This is an optimization exercise on Yosys and OpenROAD, whose aim is small area, a short achievable clock period and few clock cycles per item, not a production implementation. Only simulation tests tie the RTL to the original design; equivalence was not proved. No activity file was given, so power comes from the tool's default toggle rates.

// proof_emul
module proof_emul #(
  parameter int BMAX = 256
) (
  input  logic            clk_i,
  input  logic            arst_ni,
  input  logic            istr_i,
  input  logic [BMAX-1:0] modp_i,
  input  logic [BMAX-1:0] opa_i,
  input  logic [BMAX-1:0] opb_i,
  output logic            busy_o,
  output logic            vlid_o,
  output logic            ierr_o,
  output logic [BMAX-1:0] prod_o
);
  localparam int W  = 261;    
  localparam int WT = 263;    
  localparam int EW = 12;     
  logic [255:0] p_r, a_r;
  logic [257:0] b_r;
  logic [W-1:0] ss_r, sc_r;
  localparam int NS = 4;
  localparam int SW = 9;
  localparam int S_G4 = 0, S_G1 = 1, S_DS1 = 2, S_DS2 = 3, S_DNG = 4,
                 S_QS1 = 5, S_QS2 = 6, S_QNG = 7, S_ROT = 8;
  logic [SW-1:0] sel_n;           
  logic [SW-1:0] sel_q [NS];      
  logic [SW-1:0] sel_c [NS];      
  logic [SW-1:0] sel0;            
  logic       busy_r, vlid_r;
  logic       m_norm, m_loop, m_res, m_rot;
  logic       first_r, cor_r;
  logic [7:0] j_r;                 
  logic [7:0] ka_r;                
  logic [6:0] sh_r;                
  logic [6:0] rc_r;                
  logic [WT-1:0] xs, ys, zd, mp, s1, c1, c1s, s2, c2;
  logic [WT-1:0] pw1, pw2;
  assign pw1 = {3'b0, p_r, 4'b0};
  assign pw2 = {2'b0, p_r, 5'b0};
  logic [WT-1:0] vg4, vg1, vds1, vds2, vdng, vqs1, vqs2, vqng;
  always_comb begin
    for (int i = 0; i < WT; i++) begin
      vg4[i]  = sel_c[i*NS/WT][S_G4];
      vg1[i]  = sel_c[i*NS/WT][S_G1];
      vds1[i] = sel_c[i*NS/WT][S_DS1];
      vds2[i] = sel_c[i*NS/WT][S_DS2];
      vdng[i] = sel_c[i*NS/WT][S_DNG];
      vqs1[i] = sel_c[i*NS/WT][S_QS1];
      vqs2[i] = sel_c[i*NS/WT][S_QS2];
      vqng[i] = sel_c[i*NS/WT][S_QNG];
    end
  end
  always_comb begin
    xs = ({ss_r, 2'b00} & vg4) | ({2'b00, ss_r} & vg1);
    ys = ({sc_r, 2'b00} & vg4) | ({2'b00, sc_r} & vg1);
    xs[0] = xs[0] | vdng[0];
    ys[0] = ys[0] | vqng[0];
    zd = ({7'b0, a_r} & vds1) | ({6'b0, a_r, 1'b0} & vds2);
    zd = zd ^ vdng;
    if (sel_c[0][S_ROT]) zd[5:4] = ss_r[259:258];
    mp = (pw1 & vqs1) | (pw2 & vqs2);
    mp = mp ^ vqng;
    s1  = xs ^ ys ^ zd;
    c1  = (xs & ys) | (xs & zd) | (ys & zd);
    c1s = {c1[WT-2:0], 1'b0};
    s2  = s1 ^ c1s ^ mp;
    c2  = (s1 & c1s) | (s1 & mp) | (c1s & mp);
  end
  ...
Size in the first run: about 77,000 um^2 of cells after synthesis.
Settings: LEC_CHECK=0, CAP_MARGIN=20, CORE_MARGIN=2, CORE_UTILIZATION=40, SLEW_MARGIN=20; clock period 17.5 ns.
standard.sh (not shown) runs the stock make flow with config.mk's settings and CLKGATE_MAP_FILE= SYNTH_SCRIPT=/design/flow/synth_recipe.tcl, a recipe that flattens the netlist after the stock synthesis.
==> flow/flow/run.sh <==
#!/bin/bash
# The standard ORFS layout (standard.sh), with two changes to how it is made:
#  - the port buffers are sky130_fd_sc_hd__buf_2 cells (buffer_ports' -buffer_cell);
#  - the flow's own repair_timing steps (after CTS and after global routing) are
#    asked for a larger setup slack margin, so that they size and buffer the
#    design for a shorter period than the constraint's. The SDC is unchanged.
# The full make output goes to make_finish.log; ORFS keeps each step's log under orfs/logs.
set -euo pipefail
export BUFFER_PORTS_ARGS="-buffer_cell sky130_fd_sc_hd__buf_2"
export SETUP_SLACK_MARGIN=12.5
bash standard.sh finish > make_finish.log 2>&1
Testbench counts at the start, summed over its fixed seeds: cycles 26,406, items 192.
Change:
--- a/flow/design.v
+++ b/flow/design.v
@@ -308,14 +308,20 @@
       if (cmp_on) begin
         if (!adec_r && (ap != pp)) begin
           adec_r <= 1'b1;
           age_r  <= (ap > pp);
         end
         if (!bdec_r && (bp != pp)) begin
           bdec_r <= 1'b1;
           bge_r  <= (bp > pp);
         end
       end
     end
   end
-  assign ierr_o = vlid_r & (pev_r | aovf_r | bovf_r | age_r | bge_r);
+  logic ierr_r, vlid_n;
+  assign vlid_n = ~istr_i & ((m_res & ~sel0[S_QS1] & zero_now & ~(neg_now & ~cor_r) &
+                             (sh_r == 7'd0)) | (m_rot & (rc_r == 7'd0)));
+  always_ff @(posedge clk_i) begin
+    ierr_r <= vlid_n & (pev_r | aovf_r | bovf_r | age_r | bge_r);
+  end
+  assign ierr_o = ierr_r;
 endmodule
Result:
- The new run finished clean
- first-iteration DRC count grows by about 13%
- clock-buffer cell count falls by 5
- setup slack improved by 380 ps
- non-clock buffer count is higher by 28
- synthesized cell count increases by about 0.9%
- sequential share of layout area stays flat
- combinational power goes up by about 6%
- area after synthesis grows by about 0.4%
Testbench counts after the change, summed over its fixed seeds: cycles 26,406, items 192.

========
north:
proof_emul, a different RTL version from the one above (not shown whole).
Size: roughly 6300 cells after synthesis, roughly 1000 I/O pins, roughly 77000 um^2 of cells after synthesis.
Settings: LEC_CHECK=0, CAP_MARGIN=20, CORE_MARGIN=2, CORE_UTILIZATION=40, SLEW_MARGIN=20; clock period 17.5 ns.
Scripts as last shown in full above: flow/flow/run.sh
Testbench counts of north, summed over its fixed seeds: cycles 26,406, items 192.
#### Input delta (south over north)
--- a/flow/design.v
+++ b/flow/design.v
@@ -175,14 +175,14 @@
       p_r <= p_r << 2;
     end
     b_r <= istr_i ? {2'b00, opb_i} : (b_r << 2);
   end
   logic last_step, zero_now, neg_now, norm_done;
   assign last_step = (j_r == 8'd130);
-  assign zero_now  = (c1[W-2:0] == '0);
-  assign neg_now   = s1[W-1];
+  assign zero_now  = (c2[W-2:0] == '0);
+  assign neg_now   = s2[W-1];
   assign norm_done = (p_r[253:252] != 2'b00) || (sh_r == 7'd126);
   assign sel0      = sel_c[0];
   always_comb begin
     sel_n = sel0;
     if (istr_i) begin
       sel_n = '0;
[summary]
In summary, south completed successfully, with a layout that passed the timing, design-rule and antenna checks. Overall routed net length for south is higher than for north. Comparing north against south, there is no change at all in critical path depth. From south to north, synthesis-stage register bit count did not move at all. south vs. north: register share of total power lower; clock-pin slew on the worst setup and hold paths roughly the same; post-route minimum period lower; final cell count higher. Between north and south, amount of wire on met2 after detailed routing increased. Per-cell via count in the routed design, south and north, higher one = south.
Testbench counts of south, summed over its fixed seeds: cycles 26,287, items 192.

## afterwards: timing with drivers on the ports
The flow's constraints put no driver on any port. The routed layouts listed below were extracted and timed again, unchanged, in two steps.
Step 1, drivers: a clkbuf_16 drives clk_i and a buf_2 each remaining input, both assumed.
Step 2 adds t to the input delays and takes it off the output delays; t is the mean of the earliest and latest rising clock arrival at the registers after step 1. Input paths then give back, and output paths get back, about the clock's delay inside the block.
Slacks: ideal ports / drivers / drivers and shift; pairs: ideal ports / drivers.
run | shift t [ns] | setup slack, ns | hold slack, ns | worst setup path after step 2 | cell pins on the clock port's net
the first run of note 1 | 0.922 | 11.974 / 11.876 / 11.614 | 0.426 / 0.426 / 0.426 | input to register | 1
the second run of note 1 | 0.915 | 12.356 / 12.356 / 11.653 | 0.449 / 0.449 / 0.449 | input to register | 1
north | 0.909 | 12.520 / 12.425 / 11.663 | 0.445 / 0.445 / 0.445 | input to register | 1
south | 0.905 | 12.524 / 12.427 / 11.693 | 0.448 / 0.448 / 0.448 | input to register | 1
After both steps every run listed still meets setup and hold. For north, which loses most, drivers alone change the setup slack by -0.095 ns; drivers and shift together by -0.857 ns.
